Source: an optimization exercise on an open RTL-to-GDS flow (aim: small area, a short achievable clock period and few clock cycles per item). Production flows keep margins and buffers that such runs may drop.
The RTL was checked by simulation tests, not by an equivalence proof against the original design.

==> flow/design.v (outline; a module is shown in full before it is edited, if it fits) <==
// module limb_square_array: 4916 lines
// module fold_reduce: 79 lines
// module modsq_top: 206 lines
module modsq_top (
    input  wire  logic        clk,
    input  wire  logic        reset,
    input  wire  logic        psel,
    input  wire  logic        penable,
    input  wire  logic        pwrite,
    input  wire  logic [7:0]  paddr,
    input  wire  logic [31:0] pwdata,
    output logic [31:0]       prdata,
    output logic              pready,
    output logic              pslverr
);
  // ...
==> flow/run.sh <==
#!/bin/bash
# synth_recipe.tcl (not shown) runs the flow's synth.tcl, then flattens the netlist and writes it again
# the make line also repeats each setting of config.mk as NAME=value (left out here)
make -C /OpenROAD-flow-scripts/flow DESIGN_CONFIG=/design/flow/config.mk WORK_HOME=/design/flow/orfs CLKGATE_MAP_FILE= SYNTH_SCRIPT=/design/flow/synth_recipe.tcl finish
==> flow/config.mk <==
export PLATFORM = sky130hd
export DESIGN_NAME = modsq_top
export DESIGN_NICKNAME = modsq_top
export VERILOG_FILES = /design/flow/design.v
export SDC_FILE = /design/flow/constraint.sdc
export NUM_CORES = 4
export LEC_CHECK = 0
export CAP_MARGIN = 20
export CORE_MARGIN = 2
export CORE_UTILIZATION = 40
export SETUP_SLACK_MARGIN = 5
export SLEW_MARGIN = 20
==> flow/constraint.sdc <==
create_clock -name core_clock -period 16.0 [get_ports {clk}]
set_input_delay 3.2000 -clock core_clock [delete_from_list [all_inputs] [get_ports {clk}]]
set_output_delay 3.2000 -clock core_clock [all_outputs]
set_load 0.01 [all_outputs]
==> results.rst, run 1 <==
.. list-table::
   :header-rows: 1

   * - Metric
     - Value
   * - XOR/XNOR Fraction of Synth Area
     - roughly an eighth
   * - Final-layout worst hold slack
     - 551 ps
   * - Top cells by count, synth
     - sky130_fd_sc_hd__inv_1 (845), sky130_fd_sc_hd__fa_1 (701), sky130_fd_sc_hd__a22oi_1 (548)
   * - Biggest area consumer among cell classes
     - multi-input gates
   * - CTS Hold Bufs
     - 0
   * - Number of remaining DRC errors
     - 0
   * - Setup TNS after final layout
     - 0 ps
   * - Number of fillers in the final layout
     - 10300
   * - Depth of the critical timing path with buffers and inverters included
     - 33
   * - Worst endpoint required time
     - 16200 ps
   * - Number of top-level pins
     - between 70 and 80
   * - Multi-input logic area
     - approximately 33000 µm²
   * - Post-CTS Setup Repair Bufs
     - 3
   * - Total routed wire length on the met1 layer
     - 62100 µm
   * - Initial antenna violation count
     - 2
   * - Final worst path period need
     - 10700 ps
   * - Worst-case clock buffer depth
     - 2
   * - Grt ovf
     - 0
   * - Pin slew with the least headroom to its limit
     - 1120 ps
   * - Multiplexer area fraction after synthesis
     - 2.59%
   * - Adder-cell share of the synthesized area
     - 39.2%
   * - Synth Instances
     - 4706
   * - Area share of the largest cell type after synthesis
     - 33.3%
   * - CP Capture Point
     - r[26]$_DFFE_PP_
   * - Count of inserted antenna diode cells
     - 3
   * - Status
     - no timing/DRC/antenna violations
   * - Cell type with the highest aggregate area in the netlist
     - sky130_fd_sc_hd__fa_1
   * - Number of buffers created by CTS
     - 17
   * - Type of the tightest min-delay check
     - reg2reg
   * - Post-synth top flop
     - sky130_fd_sc_hd__edfxtp_1
   * - Crit-path most repeated cell
     - sky130_fd_sc_hd__fa_1
   * - Slowest cell delay on critical path
     - 650 ps
   * - Async S/R FF share, synth
     - 0%
   * - Cell type group with the largest total delay on the critical path
     - adder cells
   * - Hold path depth
     - 2
   * - Register Area
     - approximately 4300 µm²
   * - FF-to-FF setup slack
     - 5300 ps
   * - Simple-gate share of the synthesized area
     - 7.89%
Testbench counts, summed over its fixed seeds: cycles 6,640, items 128.
==> run 2, diff against run 1 <==
--- a/flow/config.mk
+++ b/flow/config.mk
@@ -12 +12,2 @@
 export SLEW_MARGIN = 20
+export TNS_END_PERCENT = 5
==> run 2 against run 1 <==
Compared with the run above:
- still clean
- register-to-register slack got worse by 60 ps
- final cell count about the same
- non-clock buffer count increased by 4
- cell area about the same
- hold slack got worse by 1.4 ps
- global-route usage about the same
- area after synthesis unchanged
- first-iteration DRC count increased by 0.97%
- largest cell class unchanged
==> results.rst, run 2 <==
.. list-table::
   :header-rows: 1

   * - Metric
     - Value
   * - Max Clock Skew
     - 15.6 ps (was 11.7 ps)
   * - Final core area utilization
     - 43.1% (about the same)
   * - Synth Instances
     - 4706 (unchanged)
   * - Gr busiest metal
     - met2 (unchanged)
   * - Drt initial violations
     - 5402 (was 5350)
   * - Fin. Hold Viols
     - 0 (unchanged)
   * - Number of enable flip-flop cells after synthesis
     - 100 (unchanged)
   * - Type of the tightest min-delay check
     - reg2reg (unchanged)
   * - # nets final
     - 5493 (was 5489)
   * - Full die area
     - 108000 µm² (unchanged)
   * - Part of the Yosys area used for sequential elements
     - 10.3% (unchanged)
   * - Met1 track demand over resource in global routing
     - 39.6% (about the same)
   * - Slowest cell delay on critical path
     - 700 ps (was 650 ps)
   * - WP data arrival
     - 11040 ps (was 10900 ps)
   * - Setup TNS after final layout
     - 0 ps (unchanged)
   * - Commonest cells after routing, fill and taps aside
     - sky130_fd_sc_hd__inv_1 (842), sky130_fd_sc_hd__fa_1 (701), sky130_fd_sc_hd__a22oi_1 (548), sky130_fd_sc_hd__xnor2_1 (490), sky130_fd_sc_hd__nand2_1 (376) (unchanged)
   * - Source-to-sink clock delay at the later pin of the worst-skew pair
     - 450 ps (about the same)
   * - Max FO, Critical Path
     - 33 (unchanged)
   * - Overall global routing resource usage
     - 31.3% (about the same)
   * - Headroom to the max-slew limit
     - 20.7% (was 24.9%)
   * - Number of storage elements in the synthesis netlist
     - 166 (unchanged)
   * - RSZ-0062 raised after global routing
     - true (unchanged)
   * - First-pass DRT Iterations
     - 13 (was 8)
   * - Cell type with the highest aggregate area in the netlist
     - sky130_fd_sc_hd__fa_1 (unchanged)
   * - Via count
     - 36700 (was 36600)
   * - Slowest library cell on the worst path
     - sky130_fd_sc_hd__a21oi_1 (was sky130_fd_sc_hd__edfxtp_1)
   * - Starting density of the core
     - 40.2% (unchanged)
   * - Worst-case clock buffer depth
     - 2 (unchanged)
   * - Setup-failing EPs final
     - 0 (unchanged)
   * - Final worst setup slack
     - 5240 ps (was 5300 ps)
   * - Pin count of the biggest net entering global routing
     - 68 (unchanged)
   * - Signed area change from the synthesized netlist to the final layout
     - 7.16% (about the same)
   * - Share of layout cells above drive strength 1
     - 6.16% (was 6.10%)
   * - CTS tree
     - yes (unchanged)
   * - Number of maximum-capacitance violations
     - 0 (unchanged)
   * - Total routed wirelength
     - 169000 µm (about the same)
   * - Kind of critical path
     - reg2reg (unchanged)
   * - Number of global-route vias before repair
     - 37300 (about the same)
   * - Crit start category
     - register (unchanged)
   * - Global-route wire length before repair
     - 249000 µm (about the same)
   * - Root Driver
     - sky130_fd_sc_hd__clkbuf_16 (unchanged)
   * - Global routing usage on met2
     - 47.1% (about the same)
   * - Crit-path most repeated cell
     - sky130_fd_sc_hd__fa_1 (unchanged)
   * - Initial antenna violation count
     - 2 (unchanged)
   * - Type of element capturing the critical path
     - register (unchanged)
   * - DP HPWL
     - 115000 µm (unchanged)
   * - Number of top-level pins
     - 79 (unchanged)
   * - Distinct cells, synth
     - 95 (unchanged)
   * - Worst endpoint required time
     - 16280 ps (was 16200 ps)
   * - Area share of the largest cell type after synthesis
     - 33.3% (unchanged)
   * - Most common cell after layout, fill and taps aside
     - sky130_fd_sc_hd__inv_1 (unchanged)
   * - Number of buffers created by CTS
     - 17 (unchanged)
   * - Vertical extent of the die
     - 329 µm (unchanged)
   * - Via/cell ratio
     - 6.16 (was 6.14)
   * - Count of warnings emitted by yosys
     - 5 (unchanged)
   * - Async S/R FF share, synth
     - 0% (unchanged)
   * - Final worst path period need
     - 10760 ps (was 10700 ps)
   * - Avg Synthesized Cell Area
     - 8.96 µm² (unchanged)
   * - Maximum level of the CTS H-tree
     - 4 (unchanged)
   * - Buffers plus inverters on the worst setup path
     - 7 (was 6)
   * - Met3 demand-to-capacity share in global routing
     - 10.6% (about the same)
   * - Grt ovf
     - 0 (unchanged)
   * - Count of port buffers added during placement
     - 77 (unchanged)
   * - Summed instance area of the synthesized netlist
     - 42200 µm² (unchanged)
   * - Worst slack, placed
     - 4560 ps (unchanged)
   * - Number of remaining DRC errors
     - 0 (unchanged)
   * - Pin slew with the least headroom to its limit
     - 1180 ps (was 1120 ps)
   * - Final weighted congestion in routability-driven placement
     - 0.968 (unchanged)
   * - Post-Syn Nets
     - 5650 (unchanged)
   * - Fmax achieved
     - 92.9 MHz (was 93.4 MHz)
   * - Status
     - no timing/DRC/antenna violations (unchanged)
   * - Post-DRT Antenna Nets
     - 0 (unchanged)
   * - Routed wirelength normalized by instance count
     - 28.4 µm (about the same)
   * - Final clock period utilization by the worst path
     - 67.3% (was 66.9%)
   * - Cell with the most instances after synthesis
     - sky130_fd_sc_hd__inv_1 (unchanged)
   * - Number of clock sinks seen by CTS
     - 166 (unchanged)
   * - Die X-Extent
     - 329 µm (unchanged)
   * - Post-synth top flop
     - sky130_fd_sc_hd__edfxtp_1 (unchanged)
   * - Standard cell core area
     - 105000 µm² (unchanged)
   * - Standard-cell row count
     - 119 (unchanged)
   * - Top cells by count, synth
     - sky130_fd_sc_hd__inv_1 (845), sky130_fd_sc_hd__fa_1 (701), sky130_fd_sc_hd__a22oi_1 (548) (unchanged)
   * - Post-CTS clock slew at the launch and capture registers of the worst setup and hold paths
     - 70 ps (about the same)
   * - Ranking of synthesized cells by area
     - sky130_fd_sc_hd__fa_1 (33%), sky130_fd_sc_hd__xnor2_1 (10%), sky130_fd_sc_hd__a22oi_1 (9.8%) (unchanged)
   * - Top Registers
     - r (32), xin_q (32), xo (32) (unchanged)
   * - Cell type group with the largest total delay on the critical path
     - adder cells (unchanged)
   * - Final number of max-transition violations
     - 0 (unchanged)
-- run 2: changes by cell type in the layout (fill, tap and decap cells not counted) --
cell	delta
sky130_fd_sc_hd__a21oi_1	+1
sky130_fd_sc_hd__diode_2	-1
sky130_fd_sc_hd__buf_12	-1
sky130_fd_sc_hd__buf_4	+6
sky130_fd_sc_hd__nand2b_2	+1
sky130_fd_sc_hd__a21oi_2	-1
sky130_fd_sc_hd__nand2b_4	-1
sky130_fd_sc_hd__buf_6	-1
-- run 2: per-layer routing --
metal	vias up	wire length, µm
li1	15000	-
met1	18100	61700
met2	2859	72200
met3	685	23500
met4	2	11600
met5	-	75
-- run 2: logic make-up (layout without fill, tap and decap cells) --
logic type	count (synthesis)	count (layout)	share of synthesized area, %
buffers and inverters	1251	1107	11.2
AOI/OAI and AO/OA	980	980	16.6
adders and majority gates	900	900	39.2
and+or+nand+nor	718	718	7.89
xor gates and xnor gates	586	586	12.3
DFF	166	166	10.3
muxes	104	104	2.59
other	1	3	0.00889
-- run 2: worst paths after layout --
| kind | startpoint | end | slack (ps) | depth (start not counted) |
|---|---|---|---|---|
| max | r[15]$_DFFE_PP_ | xo[8]$_DFFE_PP_ | 5240 | 31 |
| min | done$_SDFFE_PP0P_ | done$_SDFFE_PP0P_ | 550 | 2 |
| max reg2reg | r[15]$_DFFE_PP_ | xo[8]$_DFFE_PP_ | 5240 | 31 |
| min reg2reg | done$_SDFFE_PP0P_ | done$_SDFFE_PP0P_ | 550 | 2 |
-- run 2: cell type report --
cell class,count,area [µm²]
fill,10300,59800
multi-input combinational,3289,33300
sequential,166,4330
inverter,858,3250
timing repair buffer,216,1950
tap,1391,1740
clock buffer,18,450
clock inverter,14,145
timing repair inverter,1,5.00
antenna,2,5.00
-- run 2: per-stage QoR --
step	cells	instance area [µm²]	hold slack (ps)
finish	5955	45200	549
global placement	5887	44100	509
global route	5953	45200	580
CTS	5924	44800	546
floorplan	4706	42200	462
detailed placement	5888	44100	526
-- run 2: worst min-delay path: cells and delay by family (launching register included) --
kind	cells	cell delay [ps]
flip-flops	1	370
AO/OA/AOI/OAI	1	80
AND/OR/NAND/NOR	1	70
-- run 2: repair_timing --
item / in CTS / in global routing
gates cloned: 1 / 0
pin swaps: 0 / 4
hold buffers: 0 / 0
endpoints found under the setup margin: 61 / 62
setup buffers: 3 / 29
resized for setup: 9 / 62
==> run 3, diff against run 2 <==
--- a/flow/config.mk
+++ b/flow/config.mk
@@ -12,2 +12,2 @@
 export SLEW_MARGIN = 20
-export TNS_END_PERCENT = 5
+export TNS_END_PERCENT = 25
==> run 3 against run 2 <==
Compared with the run above:
- via count shrank 0.27%
- clock skew shrank 3.9 ps
- sequential share of layout area about the same
- area after synthesis is the same
- hold slack better by 1.4 ps
- register-to-register slack gained 60 ps
- die area did not move
- count of clock-buffer cells in the layout unchanged
- wire length about the same
==> results.rst, run 3 <==
.. list-table::
   :header-rows: 1

   * - Metric
     - Value
   * - Async S/R FF share, synth
     - 0% (unchanged)
   * - Headroom to the max-slew limit
     - 24.9% (was 20.7%)
   * - Synth Instances
     - 4706 (unchanged)
   * - Starting density of the core
     - 40.2% (unchanged)
   * - Max Clock Skew
     - 11.7 ps (was 15.6 ps)
   * - Post-detailed-placement cell area
     - 44100 µm² (unchanged)
   * - Crit start category
     - register (unchanged)
   * - Max FO, Critical Path
     - 33 (unchanged)
   * - Area share of the largest cell type after synthesis
     - 33.3% (unchanged)
   * - Final clock period utilization by the worst path
     - 66.9% (was 67.3%)
   * - Most common cell after layout, fill and taps aside
     - sky130_fd_sc_hd__inv_1 (unchanged)
   * - Cell type group with the largest total delay on the critical path
     - adder cells (unchanged)
   * - Drt initial violations
     - 5350 (was 5402)
   * - Cell type with the highest aggregate area in the netlist
     - sky130_fd_sc_hd__fa_1 (unchanged)
   * - Hold path depth
     - 2 (unchanged)
   * - Post-Syn Nets
     - 5650 (unchanged)
   * - Routed wl met3
     - 23200 µm (was 23500 µm)
   * - Number of remaining DRC errors
     - 0 (unchanged)
   * - Number of maximum-capacitance violations
     - 0 (unchanged)
   * - Vertical extent of the die
     - 329 µm (unchanged)
   * - Number of global-route vias before repair
     - 37300 (about the same)
   * - Area of all placed cells without fillers
     - 45200 µm² (about the same)
   * - Depth of the critical timing path with buffers and inverters included
     - 33 (was 31)
   * - Standard cell core area
     - 105000 µm² (unchanged)
   * - Count of port buffers added during placement
     - 77 (unchanged)
   * - Buffers plus inverters on the worst setup path
     - 6 (was 7)
   * - Type of the tightest min-delay check
     - reg2reg (unchanged)
   * - Final weighted congestion in routability-driven placement
     - 0.968 (unchanged)
   * - First-pass DRT Iterations
     - 8 (was 13)
   * - Total routed wire length on the met1 layer
     - 62100 µm (was 61700 µm)
   * - RSZ-0062 raised after global routing
     - true (unchanged)
   * - Pin slew with the least headroom to its limit
     - 1120 ps (was 1180 ps)
   * - Signed area change from the synthesized netlist to the final layout
     - 7.16% (about the same)
   * - Top Registers
     - r (32), xin_q (32), xo (32) (unchanged)
   * - Grt ovf
     - 0 (unchanged)
   * - Full die area
     - 108000 µm² (unchanged)
   * - Final number of max-transition violations
     - 0 (unchanged)
   * - Maximum level of the CTS H-tree
     - 4 (unchanged)
   * - Final cell count without fillers
     - 5952 (was 5955)
   * - Post-synth top flop
     - sky130_fd_sc_hd__edfxtp_1 (unchanged)
   * - Post-CTS clock slew at the launch and capture registers of the worst setup and hold paths
     - 70 ps (about the same)
   * - Count of placed standard cells including taps
     - 5888 (unchanged)
   * - Setup TNS after final layout
     - 0 ps (unchanged)
   * - Final worst path period need
     - 10700 ps (was 10760 ps)
   * - Overall global routing resource usage
     - 31.3% (about the same)
   * - Standard-cell row count
     - 119 (unchanged)
   * - Slowest cell delay on critical path
     - 650 ps (was 700 ps)
   * - CTS tree
     - yes (unchanged)
   * - Worst-case clock buffer depth
     - 2 (unchanged)
   * - Commonest cells after routing, fill and taps aside
     - sky130_fd_sc_hd__inv_1 (842), sky130_fd_sc_hd__fa_1 (701), sky130_fd_sc_hd__a22oi_1 (548), sky130_fd_sc_hd__xnor2_1 (490), sky130_fd_sc_hd__nand2_1 (376) (unchanged)
   * - Status
     - no timing/DRC/antenna violations (unchanged)
   * - Number of cells on the worst reg-to-reg path
     - 33 (was 31)
   * - Part of the Yosys area used for sequential elements
     - 10.3% (unchanged)
   * - Crit-path most repeated cell
     - sky130_fd_sc_hd__fa_1 (unchanged)
   * - Count of warnings emitted by yosys
     - 5 (unchanged)
   * - Die X-Extent
     - 329 µm (unchanged)
   * - Routed wirelength normalized by instance count
     - 28.4 µm (about the same)
   * - DP HPWL
     - 115000 µm (unchanged)
   * - Kind of critical path
     - reg2reg (unchanged)
   * - Avg Synthesized Cell Area
     - 8.96 µm² (unchanged)
   * - Number of clock sinks seen by CTS
     - 166 (unchanged)
   * - Number of enable flip-flop cells after synthesis
     - 100 (unchanged)
   * - Top layer in use
     - met5 (unchanged)
   * - Number of buffers created by CTS
     - 17 (unchanged)
   * - Met2 wire len
     - 72800 µm (was 72200 µm)
   * - Fmax achieved
     - 93.4 MHz (was 92.9 MHz)
   * - Cell with the most instances after synthesis
     - sky130_fd_sc_hd__inv_1 (unchanged)
   * - Worst endpoint required time
     - 16200 ps (was 16280 ps)
   * - Number of top-level pins
     - 79 (unchanged)
   * - Total routed wirelength
     - 169000 µm (about the same)
   * - Global-route wire length before repair
     - 249000 µm (about the same)
   * - Via count
     - 36600 (was 36700)
   * - Type of element capturing the critical path
     - register (unchanged)
   * - WP data arrival
     - 10900 ps (was 11040 ps)
   * - Ranking of synthesized cells by area
     - sky130_fd_sc_hd__fa_1 (33%), sky130_fd_sc_hd__xnor2_1 (10%), sky130_fd_sc_hd__a22oi_1 (9.8%) (unchanged)
   * - Slowest library cell on the worst path
     - sky130_fd_sc_hd__edfxtp_1 (was sky130_fd_sc_hd__a21oi_1)
   * - Source-to-sink clock delay at the later pin of the worst-skew pair
     - 450 ps (about the same)
   * - Share of layout cells above drive strength 1
     - 6.10% (was 6.16%)
   * - Setup-failing EPs final
     - 0 (unchanged)
   * - Top cells by count, synth
     - sky130_fd_sc_hd__inv_1 (845), sky130_fd_sc_hd__fa_1 (701), sky130_fd_sc_hd__a22oi_1 (548) (unchanged)
   * - Fin. Hold Viols
     - 0 (unchanged)
   * - Post-DRT Antenna Nets
     - 0 (unchanged)
   * - Number of storage elements in the synthesis netlist
     - 166 (unchanged)
   * - Initial antenna violation count
     - 2 (unchanged)
   * - Distinct cells, synth
     - 95 (unchanged)
   * - # nets final
     - 5489 (was 5493)
   * - Root Driver
     - sky130_fd_sc_hd__clkbuf_16 (unchanged)
   * - Pin count of the biggest net entering global routing
     - 68 (unchanged)
   * - Via/cell ratio
     - 6.14 (was 6.16)
   * - Final-layout worst hold slack
     - 551 ps (was 549 ps)
   * - Summed instance area of the synthesized netlist
     - 42200 µm² (unchanged)
[run 3: layer usage]
layer,track usage (%),vias to the layer above
li1,-,15000
met1,39.6,18100
met2,47.1,2799
met3,10.6,644
met4,16.3,2
met5,0.532,-
[run 3: repair_timing]
action | in CTS | in global routing
pin swaps | 0 | 5
gates cloned | 1 | 0
endpoints found under the setup margin | 61 | 62
buffers inserted | 3 | 25
hold buffers | 0 | 0
endpoints found under the hold margin | 0 | 0
gates resized for setup | 12 | 61
[run 3: worst paths after layout]
path / start / end / slack [ps]
max: r[28]$_DFFE_PP_ / r[26]$_DFFE_PP_ / 5300
min: done$_SDFFE_PP0P_ / done$_SDFFE_PP0P_ / 550
max reg2reg: r[28]$_DFFE_PP_ / r[26]$_DFFE_PP_ / 5300
min reg2reg: done$_SDFFE_PP0P_ / done$_SDFFE_PP0P_ / 550
[run 3: layout make-up]
class | instances | area (µm²)
fill | 10300 | 59800
multi-input combinational | 3289 | 33300
sequential | 166 | 4330
inverter | 858 | 3250
timing repair buffer | 212 | 1930
tap | 1391 | 1740
clock buffer | 18 | 450
clock inverter | 14 | 145
antenna | 3 | 7.51
timing repair inverter | 1 | 5.00
[run 3: worst register-to-register path, delay by kind of cell (launching register included)]
family	cells	cell delay [ps]
AO/OA/AOI/OAI	2	590
XOR/XNOR	3	730
adder cells (fa/ha/maj)	14	5970
buffers and inverters	6	780
flip-flops	1	650
multiplexers	1	310
AND/OR/NAND/NOR	7	1450
[run 3: stage by stage]
step	util, %	worst slack, ps
final	43.1	5300
after global routing	43.0	4950
after CTS	42.7	5000
after detailed placement	42.0	4560
after global placement	42.0	4660
after floorplan	-	5910
[run 3: kinds of logic after synthesis]
group	after synthesis	share of synthesized area (%)
mux	104	2.59
buf+inv	1251	11.2
xor+xnor	586	12.3
flops	166	10.3
simple gates	718	7.89
fa+ha+maj	900	39.2
compound gates	980	16.6
other cells	1	0.00889
==> module modsq_top, before the edit <==
module modsq_top (
    input  wire  logic        clk,
    input  wire  logic        reset,
    input  wire  logic        psel,
    input  wire  logic        penable,
    input  wire  logic        pwrite,
    input  wire  logic [7:0]  paddr,
    input  wire  logic [31:0] pwdata,
    output logic [31:0]       prdata,
    output logic              pready,
    output logic              pslverr
);
    logic [15:0] iter_q;
    logic [31:0] xin_q;
    logic        busy;
    logic        done;
    logic s_ctrl, s_iter, s_xin, s_stat, s_xout;
    logic err_q, wbusy_q;
    logic        access;
    logic        wr_ok;
    logic        start_wr;
    assign access   = psel & penable;
    assign wr_ok    = access & pwrite & !busy;
    assign start_wr = wr_ok & s_ctrl & pwdata[0];
    always_ff @(posedge clk) begin
        s_ctrl  <= (paddr == 8'h00);
        s_iter  <= (paddr == 8'h04);
        s_xin   <= (paddr == 8'h08);
        s_stat  <= (paddr == 8'h0C);
        s_xout  <= (paddr == 8'h10);
        err_q   <= !(paddr == 8'h00 || paddr == 8'h04 || paddr == 8'h08 || paddr == 8'h0C || paddr == 8'h10)
                   || (pwrite && (paddr == 8'h0C || paddr == 8'h10));
        wbusy_q <= pwrite && (paddr == 8'h00 || paddr == 8'h04 || paddr == 8'h08);
    end
    assign pready  = 1'b1;
    assign pslverr = err_q | (wbusy_q & busy);
    typedef enum logic [2:0] {ST_IDLE, ST_E_SQ, ST_E_RDY, ST_XFER, ST_X_LZ, ST_X_SQ, ST_X_MUL} state_t;
    state_t      st, st_nx;
    logic [31:0] r;       
    logic [31:0] es;      
    logic [5:0]  cnt;     
    logic [31:0] xo;      
    logic        busy_nx, done_nx, fin;
    logic        b_r, b_x, b_2, mn;    
    logic        op;       
    logic [32:0] ma;
    assign ma = ({33{b_r}} & {1'b0, r}) | ({33{b_2}} & {r, 1'b0}) | ({33{b_x}} & {1'b0, xin_q});
    logic [31:0] r1, r2;
    logic        rc;
    limb_square_array mul_i (
        .a  (ma),
        .bb (r),
        .mn (mn),
        .r1 (r1),
        .r2 (r2),
        .rc (rc)
    );
    logic [31:0] y;
    fold_reduce fold_i (
        .r1 (r1),
        .r2 (r2),
        .rc (rc),
        .mn (mn),
        .y  (y)
    );
    logic [4:0]  lz;
    logic [15:0] tn;
    logic [31:0] pow_lo;    
    logic [31:0] pow_top;   
    always_comb begin
        lz = 5'd16;
        for (int i = 0; i < 16; i++) begin
            if (iter_q[i]) lz = 5'(15 - i);
        end
    end
    assign tn      = iter_q << lz;
    assign pow_lo  = 32'd1 << iter_q[4:0];
    assign pow_top = 32'd1 << tn[15:11];
    logic last_bit, go, iter_wr;
    assign last_bit = (cnt == 6'd1);
    assign go       = busy | start_wr;
    assign iter_wr  = wr_ok & s_iter;
    always_comb begin
        st_nx   = st;
        busy_nx = busy;
        done_nx = done;
        fin     = 1'b0;
        if (start_wr) begin
            busy_nx = 1'b1;
            done_nx = 1'b0;
        end
        case (st)
            ST_IDLE:  st_nx = (lz > 5'd10) ? ST_E_RDY : ST_E_SQ;
            ST_E_SQ:  if (last_bit) st_nx = go ? ST_XFER : ST_E_RDY;
            ST_E_RDY: st_nx = go ? ST_XFER : ST_E_RDY;
            ST_XFER:  st_nx = r[31] ? ST_X_SQ : ST_X_LZ;
            ST_X_LZ: begin
                if (es[31]) begin
                    if (last_bit) fin = 1'b1;
                    else          st_nx = ST_X_SQ;
                end
            end
            ST_X_SQ: begin
                if (es[31])        st_nx = ST_X_MUL;
                else if (last_bit) fin = 1'b1;
            end
            ST_X_MUL: begin
                if (last_bit) fin = 1'b1;
                else          st_nx = ST_X_SQ;
            end
            default: st_nx = ST_IDLE;
        endcase
        if (fin) begin
            st_nx = ST_IDLE; busy_nx = 1'b0; done_nx = 1'b1;
        end
        if (iter_wr) st_nx = ST_IDLE;
    end
    always_ff @(posedge clk) begin
        if (reset) begin
            iter_q <= '0;
            xin_q  <= '0;
            busy   <= 1'b0;
            done   <= 1'b0;
            st     <= ST_IDLE;
            b_r    <= 1'b0;
            op     <= 1'b0;
            b_x    <= 1'b0;
            b_2    <= 1'b0;
            mn     <= 1'b0;
        end else begin
            if (iter_wr)        iter_q <= pwdata[15:0];
            if (wr_ok && s_xin) xin_q  <= pwdata;
            busy <= busy_nx;
            done <= done_nx;
            st   <= st_nx;
            b_x  <= (st_nx == ST_X_MUL);
            b_2  <= (st_nx == ST_E_SQ) && es_nx[31];
            b_r  <= ((st_nx == ST_E_SQ) && !es_nx[31]) || (st_nx == ST_X_SQ);
            op   <= (st_nx == ST_E_SQ) || (st_nx == ST_X_SQ) || (st_nx == ST_X_MUL);
            mn   <= (st_nx == ST_E_SQ);
        end
    end
    logic [31:0] r_alt;
    always_comb begin
        r_alt = r;
        if (st == ST_IDLE)      r_alt = (lz > 5'd10) ? pow_lo : pow_top;
        else if (st == ST_XFER) r_alt = xin_q;
    end
    always_ff @(posedge clk) begin
        r <= op ? y : r_alt;
    end
    always_ff @(posedge clk) begin
        if (fin) xo <= op ? y : r;
    end
    logic [31:0] es_nx;
    logic [5:0]  cnt_nx;
    always_comb begin
        es_nx  = es;
        cnt_nx = cnt;
        case (st)
            ST_IDLE: begin
                es_nx  = {tn[10:0], 21'd0};
                cnt_nx = 6'(5'd11 - lz);
            end
            ST_E_SQ, ST_X_MUL: begin
                es_nx  = es << 1;
                cnt_nx = cnt - 6'd1;
            end
            ST_XFER: begin
                es_nx  = r << 1;
                cnt_nx = 6'd31;
            end
            ST_X_LZ: begin
                if (es[31:28] == 4'd0) begin
                    es_nx  = es << 4;
                    cnt_nx = cnt - 6'd4;
                end else begin
                    es_nx  = es << 1;
                    cnt_nx = cnt - 6'd1;
                end
            end
            ST_X_SQ: begin
                if (!es[31]) begin
                    es_nx  = es << 1;
                    cnt_nx = cnt - 6'd1;
                end
            end
            default: ;
        endcase
    end
    always_ff @(posedge clk) begin
        es  <= es_nx;
        cnt <= cnt_nx;
    end
    logic        ge_p;
    logic [31:0] x_out;
    assign ge_p  = (&xo[31:3]) & (xo[2] | (xo[1] & xo[0]));
    assign x_out = ge_p ? {29'd0, xo[2:0] + 3'd5} : xo;
    always_comb begin
        prdata = 32'd0;
        if (s_iter) prdata = prdata | {16'd0, iter_q};
        if (s_xin)  prdata = prdata | xin_q;
        if (s_stat) prdata = prdata | {30'd0, done, busy};
        if (s_xout && done) prdata = prdata | x_out;
    end
endmodule
==> run 4, diff against run 3 <==
--- a/flow/design.v
+++ b/flow/design.v
@@ -5065,2 +5065,4 @@
     );
+    logic iter_wr;
+    logic [15:0] tsrc;
     logic [4:0]  lz;
@@ -5069,2 +5071,5 @@
     logic [31:0] pow_top;   
+    logic [31:0] pow_e;
+    logic        init;
+    assign tsrc = iter_wr ? pwdata[15:0] : iter_q;
     always_comb begin
@@ -5072,9 +5077,17 @@
         for (int i = 0; i < 16; i++) begin
-            if (iter_q[i]) lz = 5'(15 - i);
+            if (tsrc[i]) lz = 5'(15 - i);
         end
     end
-    assign tn      = iter_q << lz;
-    assign pow_lo  = 32'd1 << iter_q[4:0];
-    assign pow_top = 32'd1 << tn[15:11];
-    logic last_bit, go, iter_wr;
+    assign tn     = tsrc << lz;
+    assign pow_lo = 32'd1 << tsrc[4:0];
+    always_comb begin
+        case (tn[14:10])
+            5'd30:   pow_top = 32'h8000_0006;
+            5'd31:   pow_top = 32'd18;
+            default: pow_top = 32'd6 << tn[14:10];
+        endcase
+    end
+    assign pow_e = (lz > 5'd10) ? pow_lo : pow_top;
+    assign init  = iter_wr | (st == ST_IDLE);
+    logic last_bit, go;
     assign last_bit = (cnt == 6'd1);
@@ -5092,3 +5105,3 @@
         case (st)
-            ST_IDLE:  st_nx = (lz > 5'd10) ? ST_E_RDY : ST_E_SQ;
+            ST_IDLE:  ;
             ST_E_SQ:  if (last_bit) st_nx = go ? ST_XFER : ST_E_RDY;
@@ -5115,3 +5128,3 @@
         end
-        if (iter_wr) st_nx = ST_IDLE;
+        if (init) st_nx = (lz >= 5'd10) ? ST_E_RDY : ST_E_SQ;
     end
@@ -5145,3 +5158,3 @@
         r_alt = r;
-        if (st == ST_IDLE)      r_alt = (lz > 5'd10) ? pow_lo : pow_top;
+        if (init)               r_alt = pow_e;
         else if (st == ST_XFER) r_alt = xin_q;
@@ -5149,3 +5162,3 @@
     always_ff @(posedge clk) begin
-        r <= op ? y : r_alt;
+        r <= (op & ~iter_wr) ? y : r_alt;
     end
@@ -5160,6 +5173,2 @@
         case (st)
-            ST_IDLE: begin
-                es_nx  = {tn[10:0], 21'd0};
-                cnt_nx = 6'(5'd11 - lz);
-            end
             ST_E_SQ, ST_X_MUL: begin
@@ -5189,2 +5198,6 @@
         endcase
+        if (init) begin
+            es_nx  = {tn[9:0], 22'd0};
+            cnt_nx = 6'(5'd10 - lz);
+        end
     end
==> flow/flow/run.sh (new file) <==
#!/bin/bash
set -euo pipefail
bash standard.sh SETUP_SLACK_MARGIN=8 finish > standard_flow.log 2>&1
==> flow/standard.sh (new file) <==
#!/bin/bash
# synth_recipe.tcl (not shown) runs the flow's synth.tcl, then flattens the netlist and writes it again
# the make line also repeats each setting of config.mk as NAME=value (left out here)
make -C /OpenROAD-flow-scripts/flow DESIGN_CONFIG=/design/flow/config.mk WORK_HOME=/design/flow/orfs CLKGATE_MAP_FILE= SYNTH_SCRIPT=/design/flow/synth_recipe.tcl "${@:-finish}"
--- a/flow/config.mk
+++ b/flow/config.mk
@@ -10,4 +10,2 @@
 export CORE_UTILIZATION = 40
-export SETUP_SLACK_MARGIN = 5
 export SLEW_MARGIN = 20
-export TNS_END_PERCENT = 25
removed: flow/run.sh
==> run 4 against run 3 <==
Compared with the run above:
- still clean on timing, DRC and antenna
- die area grew 2.1%
- via count rose by 12%
- core utilization increased by 6.0 points
- wire length increased by 15%
- register-to-register slack better by 690 ps
- synthesized cell count grew 3.8%
- non-clock buffer count up 266
- first-iteration DRC count up 12%
- global-route usage increased by 2.8 points
- setup slack improved by 690 ps
- clock skew fell by 2.9 ps
- largest cell class unchanged
==> results.rst, run 4 <==
.. list-table::
   :header-rows: 1

   * - Metric
     - Value
   * - Count of warnings emitted by yosys
     - 5 (unchanged)
   * - Die X-Extent
     - 332 µm (was 329 µm)
   * - Slowest library cell on the worst path
     - sky130_fd_sc_hd__fa_2 (was sky130_fd_sc_hd__edfxtp_1)
   * - Synth Instances
     - 4887 (was 4706)
   * - Fin. Hold Viols
     - 0 (unchanged)
   * - RSZ-0062 raised after global routing
     - true (unchanged)
   * - Full die area
     - 110000 µm² (was 108000 µm²)
   * - Type of the tightest min-delay check
     - reg2reg (unchanged)
   * - Via/cell ratio
     - 6.38 (was 6.14)
   * - Crit start category
     - register (unchanged)
   * - Drt initial violations
     - 5986 (was 5350)
   * - Worst-case clock buffer depth
     - 2 (unchanged)
   * - Distinct cells, synth
     - 93 (was 95)
   * - Maximum level of the CTS H-tree
     - 4 (unchanged)
   * - Share of layout cells above drive strength 1
     - 18.8% (was 6.10%)
   * - Final worst setup slack
     - 5980 ps (was 5300 ps)
   * - # nets final
     - 5924 (was 5489)
   * - Fmax achieved
     - 99.8 MHz (was 93.4 MHz)
   * - Cell with the most instances after synthesis
     - sky130_fd_sc_hd__inv_1 (unchanged)
   * - Avg Synthesized Cell Area
     - 8.82 µm² (was 8.96 µm²)
   * - Post-CTS clock slew at the launch and capture registers of the worst setup and hold paths
     - 70 ps (about the same)
   * - Status
     - no timing/DRC/antenna violations (unchanged)
   * - DP HPWL
     - 119000 µm (was 115000 µm)
   * - Slowest cell delay on critical path
     - 580 ps (was 650 ps)
   * - Count of port buffers added during placement
     - 77 (unchanged)
   * - Grt ovf
     - 0 (unchanged)
   * - Routed wirelength normalized by instance count
     - 30.4 µm (was 28.4 µm)
   * - Setup-failing EPs final
     - 0 (unchanged)
   * - Summed instance area of the synthesized netlist
     - 43100 µm² (was 42200 µm²)
   * - Signed area change from the synthesized netlist to the final layout
     - 21.6% (was 7.16%)
   * - Kind of critical path
     - reg2reg (unchanged)
   * - Setup TNS after final layout
     - 0 ps (unchanged)
   * - Commonest cells after routing, fill and taps aside
     - sky130_fd_sc_hd__inv_1 (810), sky130_fd_sc_hd__fa_1 (647), sky130_fd_sc_hd__a22oi_1 (476), sky130_fd_sc_hd__xnor2_1 (470), sky130_fd_sc_hd__nand2_1 (328) (was sky130_fd_sc_hd__inv_1 (842), sky130_fd_sc_hd__fa_1 (701), sky130_fd_sc_hd__a22oi_1 (548), sky130_fd_sc_hd__xnor2_1 (490), sky130_fd_sc_hd__nand2_1 (376))
   * - Type of element capturing the critical path
     - register (unchanged)
   * - Number of storage elements in the synthesis netlist
     - 166 (unchanged)
   * - Number of remaining DRC errors
     - 0 (unchanged)
   * - Post-synth top flop
     - sky130_fd_sc_hd__dfxtp_1 (was sky130_fd_sc_hd__edfxtp_1)
   * - Starting density of the core
     - 40.3% (was 40.2%)
   * - Via count
     - 40800 (was 36600)
   * - Number of clock sinks seen by CTS
     - 166 (unchanged)
   * - Vertical extent of the die
     - 332 µm (was 329 µm)
   * - Number of top-level pins
     - 79 (unchanged)
   * - Max FO, Critical Path
     - 6 (was 33)
   * - Top Registers
     - r (32), xin_q (32), xo (32) (unchanged)
   * - Source-to-sink clock delay at the later pin of the worst-skew pair
     - 460 ps (was 450 ps)
   * - Global-route wire length before repair
     - 277000 µm (was 249000 µm)
   * - Count of placed standard cells including taps
     - 6072 (was 5888)
   * - Final worst path period need
     - 10020 ps (was 10700 ps)
   * - Final weighted congestion in routability-driven placement
     - 0.981 (was 0.968)
   * - Number of enable flip-flop cells after synthesis
     - 79 (was 100)
   * - Post-DRT Antenna Nets
     - 0 (unchanged)
   * - Top cells by count, synth
     - sky130_fd_sc_hd__inv_1 (838), sky130_fd_sc_hd__fa_1 (702), sky130_fd_sc_hd__a22oi_1 (546) (was sky130_fd_sc_hd__inv_1 (845), sky130_fd_sc_hd__fa_1 (701), sky130_fd_sc_hd__a22oi_1 (548))
   * - First-pass DRT Iterations
     - 17 (was 8)
   * - Final clock period utilization by the worst path
     - 62.6% (was 66.9%)
   * - Final core area utilization
     - 49.0% (was 43.1%)
   * - Root Driver
     - sky130_fd_sc_hd__clkbuf_16 (unchanged)
   * - CTS Hold Bufs
     - 0 (unchanged)
   * - Worst slack, placed
     - 4360 ps (was 4560 ps)
   * - Final number of max-transition violations
     - 0 (unchanged)
   * - Post-Syn Nets
     - 5834 (was 5650)
   * - Total routed wirelength
     - 195000 µm (was 169000 µm)
   * - Max Clock Skew
     - 8.87 ps (was 11.7 ps)
   * - CTS tree
     - yes (unchanged)
   * - Final cell count without fillers
     - 6399 (was 5952)
   * - Headroom to the max-slew limit
     - 23.9% (was 24.9%)
   * - Number of global-route vias before repair
     - 40800 (was 37300)
   * - Cell type with the highest aggregate area in the netlist
     - sky130_fd_sc_hd__fa_1 (unchanged)
   * - Part of the Yosys area used for sequential elements
     - 9.55% (was 10.3%)
   * - Number of buffers created by CTS
     - 17 (unchanged)
   * - Pin count of the biggest net entering global routing
     - 55 (was 68)
   * - Pin slew with the least headroom to its limit
     - 1140 ps (was 1120 ps)
   * - WP data arrival
     - 10200 ps (was 10900 ps)
   * - Standard-cell row count
     - 120 (was 119)
   * - Most common cell after layout, fill and taps aside
     - sky130_fd_sc_hd__inv_1 (unchanged)
   * - Overall global routing resource usage
     - 34.1% (was 31.3%)
   * - Area share of the largest cell type after synthesis
     - 32.6% (was 33.3%)
   * - Number of maximum-capacitance violations
     - 0 (unchanged)
   * - Ranking of synthesized cells by area
     - sky130_fd_sc_hd__fa_1 (33%), sky130_fd_sc_hd__xnor2_1 (10%), sky130_fd_sc_hd__a22oi_1 (9.5%) (was sky130_fd_sc_hd__fa_1 (33%), sky130_fd_sc_hd__xnor2_1 (10%), sky130_fd_sc_hd__a22oi_1 (9.8%))
   * - Standard cell core area
     - 107000 µm² (was 105000 µm²)
   * - Async S/R FF share, synth
     - 0% (unchanged)
   * - Worst endpoint required time
     - 16180 ps (was 16200 ps)
   * - Initial antenna violation count
     - 10 (was 2)
==> run 4: changes by cell type after synthesis, sizes merged, moves of 21 or more <==
cell and change:
nor2 +70, mux2i +21, a221oi +31, dfxtp +21, edfxtp -21
==> run 4: timing repair <==
action / 4_1_cts / 5_1_grt
endpoints found under the setup margin: 64 / 64
gates cloned: 25 / 6
buffers inserted: 189 / 69
pin swaps: 130 / 114
resized for setup: 534 / 135
==> run 4: cell families after synthesis <==
family	synth area share, %
and+or+nand+nor	8.04
DFF	9.55
adders and majority gates	38.4
muxes	3.16
xor gates and xnor gates	12.1
AOI/OAI and AO/OA	17.6
other	0.00870
buffers and inverters	11.1
==> run 4: stage by stage <==
step	hold slack, ps	cell area (µm²)
after floorplan	444	44500
after global placement	465	45600
after detailed placement	460	45600
after CTS	478	51000
after global routing	492	52400
final	482	52400
==> run 4: path summary, 6_finish.rpt <==
kind | start | to | slack [ps] | depth (start not counted)
max | xin_q[18]$_SDFFE_PP0P_ | r[20]$_DFFE_PP_ | 5980 | 36
min | es[18]$_SDFFE_PN0P_ | es[19]$_SDFFE_PN0P_ | 480 | 2
max reg2reg | xin_q[18]$_SDFFE_PP0P_ | r[20]$_DFFE_PP_ | 5980 | 36
min reg2reg | es[18]$_SDFFE_PN0P_ | es[19]$_SDFFE_PN0P_ | 480 | 2
==> run 4: metal layers <==
metal	vias to the layer above	GRT usage [%]	share of wire (%)
li1	16200	-	-
met5	-	1.74	0.16
met4	20	22.8	8.9
met1	20100	42.0	35
met3	1026	13.6	15
met2	3422	48.8	41
==> run 4: final cells by class <==
type / instances / area [µm²]
well taps: 1403 / 1760
repair buffers: 478 / 5800
clock inverters: 14 / 130
fillers: 9878 / 54500
flip-flops and latches: 166 / 4120
clock buffers: 18 / 450
multi-input cells: 3466 / 36800
inverters: 848 / 3280
diodes: 6 / 15.0
==> run 4: critical path, delay by kind of cell, from the launching register on <==
| kind | cells | cell delay [ps] |
|---|---|---|
| flops | 1 | 560 |
| buf+inv | 11 | 1110 |
| simple gates | 5 | 1360 |
| xor+xnor | 3 | 610 |
| fa+ha+maj | 11 | 4950 |
| compound gates | 6 | 1110 |
Testbench counts of run 4, summed over its fixed seeds: cycles 6,484, items 128.
==> run 5, diff against run 4 <==
==> flow/run.sh (new file) <==
#!/bin/bash
# synth_recipe.tcl (not shown) runs the flow's synth.tcl, then flattens the netlist and writes it again
# the make line also repeats each setting of config.mk as NAME=value (left out here)
make -C /OpenROAD-flow-scripts/flow DESIGN_CONFIG=/design/flow/config.mk WORK_HOME=/design/flow/orfs CLKGATE_MAP_FILE= SYNTH_SCRIPT=/design/flow/synth_recipe.tcl finish
--- a/flow/config.mk
+++ b/flow/config.mk
@@ -10,2 +10,3 @@
 export CORE_UTILIZATION = 40
+export SETUP_SLACK_MARGIN = 5
 export SLEW_MARGIN = 20
removed: flow/flow/run.sh
removed: flow/standard.sh
==> run 5 against run 4 <==
Compared with the run above:
- synthesized cell count stayed put
- first-iteration DRC count decreased by 16%
- clock skew up 4.9 ps
- final cell count fell by 4.4%
- sequential share of layout area increased by 1.1 points
- register-to-register slack worse by 780 ps
- wire length is 12% lower
- sequential cell count unchanged
- cell area shrank 12%
- die area unchanged
- hold slack lost 7.6 ps
- largest cell class unchanged
==> results.rst, run 5 <==
.. list-table::
   :header-rows: 1

   * - Metric
     - Value
   * - Count of placed standard cells including taps
     - 6071 (was 6072)
   * - Slowest library cell on the worst path
     - sky130_fd_sc_hd__edfxtp_1 (was sky130_fd_sc_hd__fa_2)
   * - Worst endpoint required time
     - 16160 ps (was 16180 ps)
   * - Fmax achieved
     - 92.7 MHz (was 99.8 MHz)
   * - RSZ-0062 raised after global routing
     - true (unchanged)
   * - Final worst path period need
     - 10790 ps (was 10020 ps)
   * - Final clock period utilization by the worst path
     - 67.4% (was 62.6%)
   * - Number of remaining DRC errors
     - 0 (unchanged)
   * - Number of maximum-capacitance violations
     - 0 (unchanged)
   * - Final worst setup slack
     - 5210 ps (was 5980 ps)
   * - CTS tree
     - yes (unchanged)
   * - Final cell count without fillers
     - 6116 (was 6399)
   * - Async S/R FF share, synth
     - 0% (unchanged)
   * - Kind of critical path
     - reg2reg (unchanged)
   * - Die X-Extent
     - 332 µm (unchanged)
   * - Area share of the largest cell type after synthesis
     - 32.6% (unchanged)
   * - Total routed wirelength
     - 171000 µm (was 195000 µm)
   * - DP HPWL
     - 115000 µm (was 119000 µm)
   * - Fin. Hold Viols
     - 0 (unchanged)
   * - Worst slack, placed
     - 4420 ps (was 4360 ps)
   * - Summed instance area of the synthesized netlist
     - 43100 µm² (unchanged)
   * - Via/cell ratio
     - 6.18 (was 6.38)
   * - Starting density of the core
     - 40.3% (unchanged)
   * - Crit-path most repeated cell
     - sky130_fd_sc_hd__fa_1
   * - Setup-failing EPs final
     - 0 (unchanged)
   * - Source-to-sink clock delay at the later pin of the worst-skew pair
     - 440 ps (was 460 ps)
   * - Status
     - no timing/DRC/antenna violations (unchanged)
   * - Number of buffers created by CTS
     - 17 (unchanged)
   * - Routed wirelength normalized by instance count
     - 27.9 µm (was 30.4 µm)
   * - WP data arrival
     - 10950 ps (was 10200 ps)
   * - Top Registers
     - r (32), xin_q (32), xo (32) (unchanged)
   * - Max FO, Critical Path
     - 30 (was 6)
   * - Area of all placed cells without fillers
     - 45900 µm² (was 52400 µm²)
   * - Final weighted congestion in routability-driven placement
     - 0.983 (was 0.981)
   * - Pin slew with the least headroom to its limit
     - 1110 ps (was 1140 ps)
   * - Maximum level of the CTS H-tree
     - 4 (unchanged)
   * - Count of port buffers added during placement
     - 77 (unchanged)
   * - FF-to-FF setup slack
     - 5210 ps (was 5980 ps)
   * - Signed area change from the synthesized netlist to the final layout
     - 6.45% (was 21.6%)
   * - Number of cells on the worst reg-to-reg path
     - 29 (was 36)
   * - Hold path depth
     - 2 (unchanged)
   * - Share of layout cells above drive strength 1
     - 6.11% (was 18.8%)
   * - Setup TNS after final layout
     - 0 ps (unchanged)
   * - Drt initial violations
     - 4999 (was 5986)
   * - Global-route wire length before repair
     - 252000 µm (was 277000 µm)
   * - Post-DRT Antenna Nets
     - 0 (unchanged)
   * - Crit start category
     - register (unchanged)
   * - Final number of max-transition violations
     - 0 (unchanged)
   * - Commonest cells after routing, fill and taps aside
     - sky130_fd_sc_hd__inv_1 (835), sky130_fd_sc_hd__fa_1 (702), sky130_fd_sc_hd__a22oi_1 (546), sky130_fd_sc_hd__xnor2_1 (511), sky130_fd_sc_hd__nand2_1 (364) (was sky130_fd_sc_hd__inv_1 (810), sky130_fd_sc_hd__fa_1 (647), sky130_fd_sc_hd__a22oi_1 (476), sky130_fd_sc_hd__xnor2_1 (470), sky130_fd_sc_hd__nand2_1 (328))
   * - Standard cell core area
     - 107000 µm² (unchanged)
   * - Part of the Yosys area used for sequential elements
     - 9.55% (unchanged)
   * - Max Clock Skew
     - 13.7 ps (was 8.87 ps)
   * - Multi-input logic area
     - 34400 µm² (was 36800 µm²)
   * - First-pass DRT Iterations
     - 8 (was 17)
   * - Type of element capturing the critical path
     - register (unchanged)
   * - Count of warnings emitted by yosys
     - 5 (unchanged)
   * - CTS Hold Bufs
     - 0 (unchanged)
   * - Number of top-level pins
     - 79 (unchanged)
   * - # nets final
     - 5646 (was 5924)
   * - Synth Instances
     - 4887 (unchanged)
   * - Type of the tightest min-delay check
     - reg2reg (unchanged)
   * - Post-Syn Nets
     - 5834 (unchanged)
   * - Most common cell after layout, fill and taps aside
     - sky130_fd_sc_hd__inv_1 (unchanged)
   * - Initial antenna violation count
     - 2 (was 10)
   * - Worst-case clock buffer depth
     - 2 (unchanged)
   * - Root Driver
     - sky130_fd_sc_hd__clkbuf_16 (unchanged)
   * - Post-synth top flop
     - sky130_fd_sc_hd__dfxtp_1 (unchanged)
   * - Grt ovf
     - 0 (unchanged)
   * - Full die area
     - 110000 µm² (unchanged)
   * - Overall global routing resource usage
     - 30.4% (was 34.1%)
   * - Number of fillers in the final layout
     - 10700 (was 9878)
   * - Register Area
     - 4120 µm² (about the same)
   * - Post-detailed-placement cell area
     - 45000 µm² (was 45600 µm²)
   * - Headroom to the max-slew limit
     - 25.6% (was 23.9%)
   * - Vertical extent of the die
     - 332 µm (unchanged)
   * - Cell with the most instances after synthesis
     - sky130_fd_sc_hd__inv_1 (unchanged)
   * - Slowest cell delay on critical path
     - 730 ps (was 580 ps)
   * - Ranking of synthesized cells by area
     - sky130_fd_sc_hd__fa_1 (33%), sky130_fd_sc_hd__xnor2_1 (10%), sky130_fd_sc_hd__a22oi_1 (9.5%) (unchanged)
   * - Number of clock sinks seen by CTS
     - 166 (unchanged)
   * - Number of enable flip-flop cells after synthesis
     - 79 (unchanged)
   * - Standard-cell row count
     - 120 (unchanged)
   * - Cell type with the highest aggregate area in the netlist
     - sky130_fd_sc_hd__fa_1 (unchanged)
   * - Distinct cells, synth
     - 93 (unchanged)
   * - Number of storage elements in the synthesis netlist
     - 166 (unchanged)
   * - Top cells by count, synth
     - sky130_fd_sc_hd__inv_1 (838), sky130_fd_sc_hd__fa_1 (702), sky130_fd_sc_hd__a22oi_1 (546) (unchanged)
   * - Number of global-route vias before repair
     - 38300 (was 40800)
   * - Pin count of the biggest net entering global routing
     - 58 (was 55)
   * - Via count
     - 37800 (was 40800)
   * - Avg Synthesized Cell Area
     - 8.82 µm² (unchanged)
   * - Post-CTS clock slew at the launch and capture registers of the worst setup and hold paths
     - 70 ps (about the same)
## run 5: cell types whose count changed in the layout (fill, tap and decap cells not counted), moves of 41 or more
cell | before | now
sky130_fd_sc_hd__a22oi_2 | 71 | 1
sky130_fd_sc_hd__fa_2 | 55 | 0
sky130_fd_sc_hd__a22oi_1 | 476 | 546
sky130_fd_sc_hd__buf_4 | 217 | 111
sky130_fd_sc_hd__buf_12 | 81 | 0
sky130_fd_sc_hd__xnor2_1 | 470 | 511
sky130_fd_sc_hd__fa_1 | 647 | 702
## run 5: through the flow
step / hold WS [ps] / utilization [%]
after floorplan: 444 / -
after global placement: 459 / 42.1
after detailed placement: 460 / 42.1
after CTS: 474 / 42.7
after global routing: 499 / 42.9
final: 475 / 42.9
## run 5: area by class of cell
type                    count  area share, %
diodes                      1        0.00546
clock buffers              20           1.04
clock inverters            12          0.215
inverters                 848           6.96
multi-input cells        3462           75.1
flip-flops and latches    166           8.98
well taps                1403           3.83
repair buffers            204           3.89
## run 5: final timing paths
check                                   startpoint                 end
worst max-delay path                r[9]$_DFFE_PP_     r[29]$_DFFE_PP_
worst min-delay path            es[7]$_SDFFE_PN0P_  es[8]$_SDFFE_PN0P_
worst max register to register      r[9]$_DFFE_PP_     r[29]$_DFFE_PP_
worst min register to register  es[7]$_SDFFE_PN0P_  es[8]$_SDFFE_PN0P_
## run 5: cell families (layout without fill, tap and decap cells)
group | Yosys count | after routing | synth area share (%)
buffers and inverters | 1259 | 1084 | 11.1
AO/OA/AOI/OAI | 1070 | 1070 | 17.6
adder cells (fa/ha/maj) | 903 | 903 | 38.4
AND/OR/NAND/NOR | 766 | 766 | 8.04
XOR/XNOR | 594 | 594 | 12.1
flip-flops | 166 | 166 | 9.55
multiplexers | 128 | 128 | 3.16
other | 1 | 2 | 0.00870
## run 5: routing by layer
| layer | part of all wire [%] | wire length (µm) | global-route usage [%] |
|---|---|---|---|
| met1 | 38 | 65300 | 40.0 |
| met2 | 43 | 73000 | 45.7 |
| met5 | 0.047 | 80 | 0.391 |
| met4 | 6.4 | 10800 | 15.5 |
| met3 | 12 | 21300 | 8.55 |
## run 5: timing repair
item / CTS / global route
hold endpoints to repair: 0 / 0
resized for setup: 16 / 29
endpoints found under the setup margin: 61 / 64
pin swaps: 0 / 2
cloned: 0 / 0
setup buffers: 4 / 8
## run 5: critical path, delay by kind of cell, from the launching register on
kind	cells	cell delay (ps)
AOI/OAI and AO/OA	3	590
xor gates and xnor gates	2	610
adders and majority gates	13	5610
buffers and inverters	4	990
DFF	1	730
muxes	1	290
and+or+nand+nor	6	1640
==> run 6, diff against run 5 <==
--- a/flow/config.mk
+++ b/flow/config.mk
@@ -9,3 +9,3 @@
 export CORE_MARGIN = 2
-export CORE_UTILIZATION = 40
+export CORE_UTILIZATION = 55
 export SETUP_SLACK_MARGIN = 5
==> run 6 against run 5 <==
Compared with the run above:
- wire length up 2.0%
- fmax is 1.0% lower
- non-clock buffer count is 19 higher
- critical path depth decreased by 1
- via count is 0.79% higher
- final cell count fell by 5.6%
- die area is 27% lower
- setup slack worse by 110 ps
- critical endpoint is now r[14]$_DFFE_PP_
==> results.rst, run 6 <==
.. list-table::
   :header-rows: 1

   * - Metric
     - Value
   * - DP HPWL
     - 120000 µm (was 115000 µm)
   * - Number of buffers created by CTS
     - 17 (unchanged)
   * - # nets final
     - 5666 (was 5646)
   * - Via count
     - 38100 (was 37800)
   * - Starting density of the core
     - 55.6% (was 40.3%)
   * - Worst-case clock buffer depth
     - 2 (unchanged)
   * - Avg Synthesized Cell Area
     - 8.82 µm² (unchanged)
   * - Initial antenna violation count
     - 1 (was 2)
   * - Max Clock Skew
     - 12.0 ps (was 13.7 ps)
   * - CTS Hold Bufs
     - 0 (unchanged)
   * - Standard-cell row count
     - 102 (was 120)
   * - Pin slew with the least headroom to its limit
     - 1260 ps (was 1110 ps)
   * - CTS tree
     - yes (unchanged)
   * - Die X-Extent
     - 284 µm (was 332 µm)
   * - FF-to-FF setup slack
     - 5100 ps (was 5210 ps)
   * - Top cells by count, synth
     - sky130_fd_sc_hd__inv_1 (838), sky130_fd_sc_hd__fa_1 (702), sky130_fd_sc_hd__a22oi_1 (546) (unchanged)
   * - Count of warnings emitted by yosys
     - 5 (unchanged)
   * - Async S/R FF share, synth
     - 0% (unchanged)
   * - WP data arrival
     - 11030 ps (was 10950 ps)
   * - Final-layout worst hold slack
     - 476 ps (was 475 ps)
   * - Count of port buffers added during placement
     - 77 (unchanged)
   * - Setup-failing EPs final
     - 0 (unchanged)
   * - Post-CTS clock slew at the launch and capture registers of the worst setup and hold paths
     - 70 ps (about the same)
   * - Slowest cell delay on critical path
     - 640 ps (was 730 ps)
   * - Cell type with the highest aggregate area in the netlist
     - sky130_fd_sc_hd__fa_1 (unchanged)
   * - FF-to-FF End
     - r[14]$_DFFE_PP_ (was r[29]$_DFFE_PP_)
   * - Maximum level of the CTS H-tree
     - 4 (unchanged)
   * - Final worst path period need
     - 10900 ps (was 10790 ps)
   * - Post-DRT Antenna Nets
     - 0 (unchanged)
   * - Drt initial violations
     - 5223 (was 4999)
   * - Vertical extent of the die
     - 284 µm (was 332 µm)
   * - Hold path depth
     - 2 (unchanged)
   * - Number of global-route vias before repair
     - 38300 (about the same)
   * - Crit start category
     - register (unchanged)
   * - Number of storage elements in the synthesis netlist
     - 166 (unchanged)
   * - Number of cells on the worst reg-to-reg path
     - 28 (was 29)
   * - Grt ovf
     - 0 (unchanged)
   * - Cell with the most instances after synthesis
     - sky130_fd_sc_hd__inv_1 (unchanged)
   * - Type of the tightest min-delay check
     - reg2reg (unchanged)
   * - Full die area
     - 80600 µm² (was 110000 µm²)
   * - Number of clock sinks seen by CTS
     - 166 (unchanged)
   * - Standard cell core area
     - 77500 µm² (was 107000 µm²)
   * - Number of maximum-capacitance violations
     - 0 (unchanged)
   * - Crit-path most repeated cell
     - sky130_fd_sc_hd__fa_1 (unchanged)
   * - Ranking of synthesized cells by area
     - sky130_fd_sc_hd__fa_1 (33%), sky130_fd_sc_hd__xnor2_1 (10%), sky130_fd_sc_hd__a22oi_1 (9.5%) (unchanged)
   * - Total routed wirelength
     - 174000 µm (was 171000 µm)
   * - Hold_sp
     - es[14]$_SDFFE_PN0P_ (was es[7]$_SDFFE_PN0P_)
   * - Share of layout cells above drive strength 1
     - 6.68% (was 6.11%)
   * - Part of the Yosys area used for sequential elements
     - 9.55% (unchanged)
   * - Source-to-sink clock delay at the later pin of the worst-skew pair
     - 440 ps (about the same)
   * - Post-Syn Nets
     - 5834 (unchanged)
   * - Overall global routing resource usage
     - 43.0% (was 30.4%)
   * - Top Registers
     - r (32), xin_q (32), xo (32) (unchanged)
   * - Number of top-level pins
     - 79 (unchanged)
   * - Global-route wire length before repair
     - 256000 µm (was 252000 µm)
   * - Signed area change from the synthesized netlist to the final layout
     - 6.13% (was 6.45%)
   * - Number of enable flip-flop cells after synthesis
     - 79 (unchanged)
   * - Pin count of the biggest net entering global routing
     - 59 (was 58)
   * - Number of remaining DRC errors
     - 0 (unchanged)
   * - Root Driver
     - sky130_fd_sc_hd__clkbuf_16 (unchanged)
   * - RSZ-0062 raised after global routing
     - false (was true)
   * - Setup TNS after final layout
     - 0 ps (unchanged)
   * - Most common cell after layout, fill and taps aside
     - sky130_fd_sc_hd__inv_1 (unchanged)
   * - Kind of critical path
     - reg2reg (unchanged)
   * - Post-synth top flop
     - sky130_fd_sc_hd__dfxtp_1 (unchanged)
   * - Via/cell ratio
     - 6.60 (was 6.18)
   * - Area share of the largest cell type after synthesis
     - 32.6% (unchanged)
   * - Worst endpoint required time
     - 16140 ps (was 16160 ps)
   * - Final clock period utilization by the worst path
     - 68.1% (was 67.4%)
   * - Final number of max-transition violations
     - 0 (unchanged)
   * - Fin. Hold Viols
     - 0 (unchanged)
   * - First-pass DRT Iterations
     - 8 (unchanged)
   * - Fmax achieved
     - 91.8 MHz (was 92.7 MHz)
   * - Commonest cells after routing, fill and taps aside
     - sky130_fd_sc_hd__inv_1 (834), sky130_fd_sc_hd__fa_1 (701), sky130_fd_sc_hd__a22oi_1 (546), sky130_fd_sc_hd__xnor2_1 (509), sky130_fd_sc_hd__nand2_1 (363) (was sky130_fd_sc_hd__inv_1 (835), sky130_fd_sc_hd__fa_1 (702), sky130_fd_sc_hd__a22oi_1 (546), sky130_fd_sc_hd__xnor2_1 (511), sky130_fd_sc_hd__nand2_1 (364))
   * - Slowest library cell on the worst path
     - sky130_fd_sc_hd__xnor2_1 (was sky130_fd_sc_hd__edfxtp_1)
   * - Type of element capturing the critical path
     - register (unchanged)
   * - Routed wirelength normalized by instance count
     - 30.2 µm (was 27.9 µm)
   * - Worst Hold Endpoint
     - es[15]$_SDFFE_PN0P_ (was es[8]$_SDFFE_PN0P_)
   * - Status
     - no timing/DRC/antenna violations (unchanged)
   * - Start of the worst register-to-register path
     - r[0]$_DFFE_PP_ (was r[9]$_DFFE_PP_)
   * - Distinct cells, synth
     - 93 (unchanged)
   * - Headroom to the max-slew limit
     - 15.6% (was 25.6%)
   * - Summed instance area of the synthesized netlist
     - 43100 µm² (unchanged)
   * - Max FO, Critical Path
     - 24 (was 30)
   * - Synth Instances
     - 4887 (unchanged)
   * - Final weighted congestion in routability-driven placement
     - 1.01 (was 0.983)
run 6: final cells by class:
type / instances / area, µm²
fill: 7077 / 31700
timing repair buffer: 223 / 2060
tap: 1040 / 1300
clock inverter: 7 / 46.3
clock buffer: 25 / 487
antenna: 1 / 2.50
inverter: 848 / 3200
multi-input combinational: 3463 / 34500
sequential: 166 / 4120
run 6: layer usage:
metal	up-vias	track usage (%)	share of wire, %
met5	-	2.26	0.16
met4	10	19.5	5.8
met3	598	14.8	14
li1	15700	-	-
met2	2984	62.3	42
met1	18800	57.6	38
run 6: logic make-up (layout without fill, tap and decap cells):
kind of cell	Yosys count	count (layout)	share of synthesized area, %
AO/OA/AOI/OAI	1070	1070	17.6
buffers and inverters	1259	1103	11.1
other	1	2	0.00870
adder cells (fa/ha/maj)	903	903	38.4
XOR/XNOR	594	594	12.1
flip-flops	166	166	9.55
multiplexers	128	128	3.16
AND/OR/NAND/NOR	766	767	8.04
run 6: critical path, delay by kind of cell, from the launching register on:
kind            cells  cell delay, ps
buf+inv             4            1260
fa+ha+maj          13            5510
compound gates      7            1840
simple gates        3             940
xor+xnor            1             640
flops               1             350
run 6: stage by stage:
step	area [µm²]	utilization [%]	cells	setup WS, ps
floorplan	43100	-	4887	5860
global placement	44700	57.6	5720	4200
detailed placement	44700	57.6	5720	4100
CTS	45300	58.5	5759	5030
global route	45700	59.0	5772	4990
finish	45700	59.0	5773	5100
run 6: what timing repair did:
| item | CTS | global route |
|---|---|---|
| resized for setup | 21 | 68 |
| cloned | 1 | 0 |
| buffers inserted | 6 | 12 |
| endpoints found under the setup margin | 64 | 64 |
| pin swaps | 0 | 1 |
run 6: worst max-delay path by stage:
stage	from	to	slack (ps)	depth (start not counted)
finish	r[0]$_DFFE_PP_	r[14]$_DFFE_PP_	5100	28
global route	b_r$_SDFF_PP0_	r[23]$_DFFE_PP_	4990	37
CTS	r[19]$_DFFE_PP_	xo[15]$_DFFE_PP_	5030	36
detailed placement	r[13]$_DFFE_PP_	r[5]$_DFFE_PP_	4100	30
global placement	r[13]$_DFFE_PP_	r[5]$_DFFE_PP_	4200	30
floorplan	r[14]$_DFFE_PP_	r[23]$_DFFE_PP_	5860	38

==> what the ideal ports hide <==
How much do the figures lean on ideal ports? The routed layouts below were timed once more, with nothing changed but the port constraints.
Step 1: set_driving_cell puts a clkbuf_16 on clk and a buf_2 on each other input, an assumption about the parent block.
Step 2 adds t to the input delays and takes it off the output delays; t is the mean of the earliest and latest rising clock arrival at the registers after step 1. Input paths then give back, and output paths get back, about the clock's delay inside the block.
Slacks: no drivers / after step 1 / after step 2; pairs: no drivers / after step 1.
run | shift t [ns] | slack for setup (ns) | latest minus earliest clock arrival (ns) | worst data-port slew with drivers (ns)
run 1 | 0.496 | 5.299 / 5.299 / 5.299 | 0.012 / 0.012 | 0.05
run 2 | 0.493 | 5.239 / 5.239 / 5.239 | 0.016 / 0.015 | 0.05
run 3 | 0.496 | 5.299 / 5.299 / 5.299 | 0.012 / 0.012 | 0.05
run 4 | 0.508 | 5.985 / 5.985 / 5.985 | 0.008 / 0.009 | 0.03
run 5 | 0.481 | 5.210 / 5.210 / 5.210 | 0.013 / 0.014 | 0.05
run 6 | 0.489 | 5.101 / 5.101 / 5.101 | 0.012 / 0.012 | 0.04
After both steps setup and hold are still met in every run listed.
